From an optimization exercise on the open Yosys and OpenROAD flow, aimed at small area and a short achievable clock period; shortcuts taken in it are not production practice.
In this exercise RTL edits were held to simulation tests only and were not proved equivalent to the original.

==> flow/design.v <==
module mac_pipe_nxn #(
    parameter int unsigned DW    = 32,
    parameter int unsigned LAT   = 3,
    parameter int unsigned GUARD = 8
) (
    input  logic                  i_clk,
    input  logic                  i_rstn,
    input  logic                  i_valid,
    output logic                  o_ready,
    input  logic                  i_multa_ns,
    input  logic                  i_multb_ns,
    input  logic [DW-1:0]         i_multa,
    input  logic [DW-1:0]         i_multb,
    input  logic                  i_acc_en,
    input  logic                  i_acc_clr,
    output logic                  o_valid,
    input  logic                  i_ready,
    output logic [2*DW-1:0]       o_product,
    output logic [2*DW+GUARD-1:0] o_acc,
    output logic                  o_acc_ovf
);
    localparam int unsigned PW    = 2 * DW;
    localparam int unsigned ACC_W = PW + GUARD;
    localparam int unsigned BW    = PW + 4;
    logic             stall;
    logic             advance;
    logic [PW-1:0]    a_w;
    logic [PW-1:0]    b_w;
    logic [BW-1:0]    in_beat;
    logic [BW-1:0]    tail;
    logic             t_vld, t_sx, t_en, t_clr;
    logic [PW-1:0]    t_prod;
    logic [ACC_W-1:0] p_ext;
    logic [ACC_W-1:0] acc_sum;
    logic [ACC_W-1:0] acc_nxt;
    logic             sum_ovf;
    logic             ovf_nxt;
    assign stall   = o_valid && !i_ready;
    assign advance = !stall;
    assign o_ready = advance;
    always_comb begin
        a_w     = {{DW{i_multa_ns & i_multa[DW-1]}}, i_multa};
        b_w     = {{DW{i_multb_ns & i_multb[DW-1]}}, i_multb};
        in_beat = {i_valid, i_multa_ns | i_multb_ns, i_acc_en, i_acc_clr, a_w * b_w};
    end
    generate
        if (LAT == 1) begin : g_direct
            assign tail = in_beat;
        end else begin : g_multi
            logic [BW-1:0] pipe_q [LAT-1];
            always_ff @(posedge i_clk or negedge i_rstn) begin
                if (!i_rstn) begin
                    for (int i = 0; i < LAT - 1; i++) pipe_q[i] <= '0;
                end else if (advance) begin
                    pipe_q[0] <= in_beat;
                    for (int i = 1; i < LAT - 1; i++) pipe_q[i] <= pipe_q[i-1];
                end
            end
            assign tail = pipe_q[LAT-2];
        end
    endgenerate
    assign {t_vld, t_sx, t_en, t_clr, t_prod} = tail;
    always_comb begin
        acc_nxt = o_acc;
        ovf_nxt = o_acc_ovf;
        p_ext   = t_sx ? {{GUARD{t_prod[PW-1]}}, t_prod}
                       : {{GUARD{1'b0}}, t_prod};
        acc_sum = o_acc + p_ext;
        sum_ovf = (o_acc[ACC_W-1] == p_ext[ACC_W-1]) &&
                  (acc_sum[ACC_W-1] != o_acc[ACC_W-1]);
        case ({t_clr, t_en})
            2'b11: begin
                acc_nxt = p_ext;
                ovf_nxt = 1'b0;
            end
            2'b10: begin
                acc_nxt = '0;
                ovf_nxt = 1'b0;
            end
            2'b01: begin
                acc_nxt = acc_sum;
                ovf_nxt = o_acc_ovf | sum_ovf;
            end
            default: begin
                acc_nxt = o_acc;
                ovf_nxt = o_acc_ovf;
            end
        endcase
    end
    always_ff @(posedge i_clk or negedge i_rstn) begin
        if (!i_rstn) begin
            o_valid   <= 1'b0;
            o_product <= '0;
            o_acc     <= '0;
            o_acc_ovf <= 1'b0;
        end else if (advance) begin
            o_valid <= t_vld;
            if (t_vld) begin
                o_product <= t_prod;
                o_acc     <= acc_nxt;
                o_acc_ovf <= ovf_nxt;
            end
        end
    end
endmodule
==> flow/run.sh <==
#!/bin/bash
# synth_recipe.tcl (not shown) runs the flow's synth.tcl, then flattens the netlist and writes it again
# the make line also repeats each setting of config.mk as NAME=value (left out here)
make -C /OpenROAD-flow-scripts/flow DESIGN_CONFIG=/design/flow/config.mk WORK_HOME=/design/flow/orfs CLKGATE_MAP_FILE= SYNTH_SCRIPT=/design/flow/synth_recipe.tcl finish
==> flow/config.mk <==
export PLATFORM = sky130hd
export DESIGN_NAME = mac_pipe_nxn
export DESIGN_NICKNAME = mac_pipe_nxn
export VERILOG_FILES = /design/flow/design.v
export SDC_FILE = /design/flow/constraint.sdc
export NUM_CORES = 4
export LEC_CHECK = 0
export CAP_MARGIN = 20
export CORE_MARGIN = 2
export CORE_UTILIZATION = 40
export SLEW_MARGIN = 20
==> flow/constraint.sdc <==
create_clock -name core_clock -period 12.5 [get_ports {i_clk}]
set_input_delay 2.5000 -clock core_clock [delete_from_list [all_inputs] [get_ports {i_clk}]]
set_output_delay 2.5000 -clock core_clock [all_outputs]
set_load 0.01 [all_outputs]
==> flow_metrics.tcl <==
set metrics [dict create \
    synthArstFlopShare 1.00 \
    port_buffers 210 \
    required_ns 12.93 \
    path_common_cell "fa_1" \
    hp-class "reg2reg" \
    post-cts-setup-buffer-count 0 \
    finalCoreUtilization 0.439 \
    drv_slew 0 \
    final_layout_size_suffix_gt1_frac 0.0452 \
    period_share 0.861 \
    clockBufferDepth 3 \
    hold_viol 0 \
    route.detailed.drc 0 \
    layout_common_cells "1148 x inv_1, 1126 x fa_1, 1049 x nand2_1, 359 x and2_1, 285 x ha_1" \
    fin_skew_ns 0.0342 \
    r2r-end "o_acc[70]" \
    grt_pass1_wl_um 236000 \
    arrival_ns 11.19 \
    synth_cell_type_count 88 \
    drt_iter0_drc 2537 \
    worstSetupPathType "in2reg" \
    cts.sinks 274 \
    finalSetupTns_ns 0 \
    hpwl_um 123000 \
    yosysTopAreaCell "fa_1" \
    grt_pass1_vias 41700 \
    wl_per_cell_um 19.2 \
    cts_tree "yes" \
    ioPinCount 211 \
    rows 133 \
    postRouteAntennaNets 0 \
    startpoint_type "primary input" \
    area_growth_pct 9.13 \
    synth_edf_count 0 \
    yosysWarnings 2 \
    holdWs_ns 0.469 \
    path_clk_slew_ns 0.06 \
    drv_cap 0 \
    antenna_found_initial 5 \
    crit_start "i_multa[18]" \
    ctsHtreeMaxLevel 1 \
    yosys-top-cells-area "fa_1 43%, dfrtp_1 13%, inv_1 8.2%, nand2_1 7.5%, ha_1 6.8%" \
    dieArea_um2 135000 \
    synthCells 5816 \
    hold_start "g_multi.pipe_q[0][0]" \
    post_cts_resized 0 \
    r2r_start "g_multi.pipe_q[1][0]" \
    period_minus_slack_ns 10.76 \
    final_nets 7328 \
    synth_top_area_share 0.427 \
    via_per_inst 5.12 \
    first_pass_iters 5 \
    grt_max_degree 99 \
    drt-total-wl_um 146000 \
    rsz0062_at_grt "no" \
    worst_path_max_delay_cell "clkdlybuf4s50_1" \
    worstRegToRegCells 13 \
    tightestPinTransition_ns 1.14 \
    syn_area_um2 52800 \
    start_util 0.402 \
    setup_viol 0 \
    crit_path_end_kind "flop" \
    clock.fmax_mhz 92.9 \
    gp_congestion 0.929 \
    dieWidth_um 367 \
    global_route.overflow_total 0 \
    syn_area_per_cell_um2 9.08 \
    clk_latency_ns 0.58 \
    worstPathMaxFanout 21 \
    synth_ff_type "dfrtp_1" \
    relSlewSlack 0.239 \
    slowest_delay_ns 0.91 \
    via_count 39000 \
    root_buffer "clkbuf_16" \
    track_usage 0.220 \
    die_y_um 367 \
    seq_area_frac_synth 0.130 \
    cts_buffers 27 \
    ys_ff_latch 274 \
    synthesis.nets 7299 \
    crit_end "g_multi.pipe_q[0][59]" \
    status "timing/DRC/antenna clean" \
    reg2reg_slack_ns 8.13 \
    cts_hold_buf 0 \
    core_area_um2 131000 \
    layout_commonest_cell "inv_1" \
]
==> through the flow <==
stage / area, um^2 / worst slack [ns] / cells
3_3_place_gp: 56700 / 1.19 / 7571
6_report: 57600 / 1.74 / 7620
4_1_cts: 57700 / 1.73 / 7619
5_1_grt: 57600 / 1.29 / 7620
3_5_place_dp: 56700 / 1.15 / 7571
2_1_floorplan: 52800 / 2.14 / 5816
==> registers in the layout, summed over array words and instances (netlist names) <==
register        count
g_multi.pipe_q    136
o_acc              72
o_valid             1
o_acc_ovf           1
o_product          64
==> worst min path at each step <==
stage / depth (start not counted) / slack, ns / end
3_5_place_dp: 2 / 0.46 / g_multi.pipe_q[0][67]
2_1_floorplan: 2 / 0.44 / g_multi.pipe_q[0][0]
5_1_grt: 2 / 0.49 / g_multi.pipe_q[1][38]
4_1_cts: 2 / 0.47 / g_multi.pipe_q[0][67]
3_3_place_gp: 2 / 0.45 / g_multi.pipe_q[0][66]
6_report: 2 / 0.47 / g_multi.pipe_q[0][0]
==> critical path, delay by kind of cell <==
| kind | cells | cell delay (ns) |
|---|---|---|
| AOI/OAI and AO/OA | 10 | 2.24 |
| and+or+nand+nor | 1 | 0.13 |
| buffers and inverters | 9 | 1.71 |
| adders and majority gates | 9 | 4.43 |
| xor gates and xnor gates | 1 | 0.16 |
==> cells in the mapped netlist (20+ instances only) <==
| cell type | instances |
|---|---|
| dfrtp_1 | 274 |
| nor3_1 | 23 |
| clkbuf_1 | 283 |
| a21oi_1 | 197 |
| o21ai_0 | 76 |
| nand3_1 | 27 |
| and3_1 | 38 |
| and2_1 | 360 |
| nand4_1 | 29 |
| xor2_1 | 51 |
| ha_1 | 285 |
| mux2_2 | 62 |
| o21ai_1 | 43 |
| nor2_1 | 253 |
| a21o_1 | 89 |
| nand2_1 | 1050 |
| o21bai_1 | 20 |
| fa_1 | 1126 |
| xnor2_1 | 87 |
| inv_1 | 1148 |
| a221oi_1 | 56 |
==> metal layers <==
layer	vias to the layer above	global-route usage	wire, um	share of wire
met4	4	0.0468	3230	0.022
met1	20200	0.313	65800	0.45
met5	-	0	25	0.00017
met3	143	0.0238	8270	0.056
met2	1032	0.364	69100	0.47
li1	17600	-	-	-
==> final cells by class <==
| class | instances | area [um^2] |
|---|---|---|
| antenna | 1 | 2.50 |
| clock buffer | 31 | 721 |
| clock inverter | 17 | 240 |
| fill | 12800 | 73700 |
| inverter | 1150 | 4320 |
| multi-input combinational | 4080 | 40400 |
| sequential | 274 | 6860 |
| tap | 1755 | 2200 |
| timing repair buffer | 312 | 2860 |
==> cell families (layout without fill, tap and decap cells) <==
logic type	after synthesis	in the layout	synth area share
flip-flops	274	274	0.130
AO/OA/AOI/OAI	623	623	0.0777
multiplexers	66	66	0.0140
AND/OR/NAND/NOR	1842	1842	0.156
XOR/XNOR	138	138	0.0229
buffers and inverters	1462	1510	0.105
other	0	1	0
adder cells (fa/ha/maj)	1411	1411	0.494

-- separate check: timing with driven ports --
The results above use ideal ports. As a check the final layout listed here was re-extracted and re-timed, cells and wires unchanged. Step 1 (the two cells are an assumption about what drives the block):
set clk [get_ports {i_clk}]
set_driving_cell -lib_cell sky130_fd_sc_hd__clkbuf_16 $clk
set_driving_cell -lib_cell sky130_fd_sc_hd__buf_2 [delete_from_list [all_inputs] $clk]
Step 2 also shifts input and output timing later by t, the mid clock arrival at the registers, as if the neighbouring blocks saw the same clock. a / b / c = ideal ports / drivers / drivers and shift; a / b = the first two.
t (ns): 0.617
setup WS [ns]: 1.737 / 1.747 / 1.131
clock arrival spread, ns: 0.036 / 0.037
cell pins on the clock port's net: 1
After both steps this run still meets setup and hold. For this run, drivers alone change the setup slack by +0.010 ns; drivers and shift together by -0.606 ns.
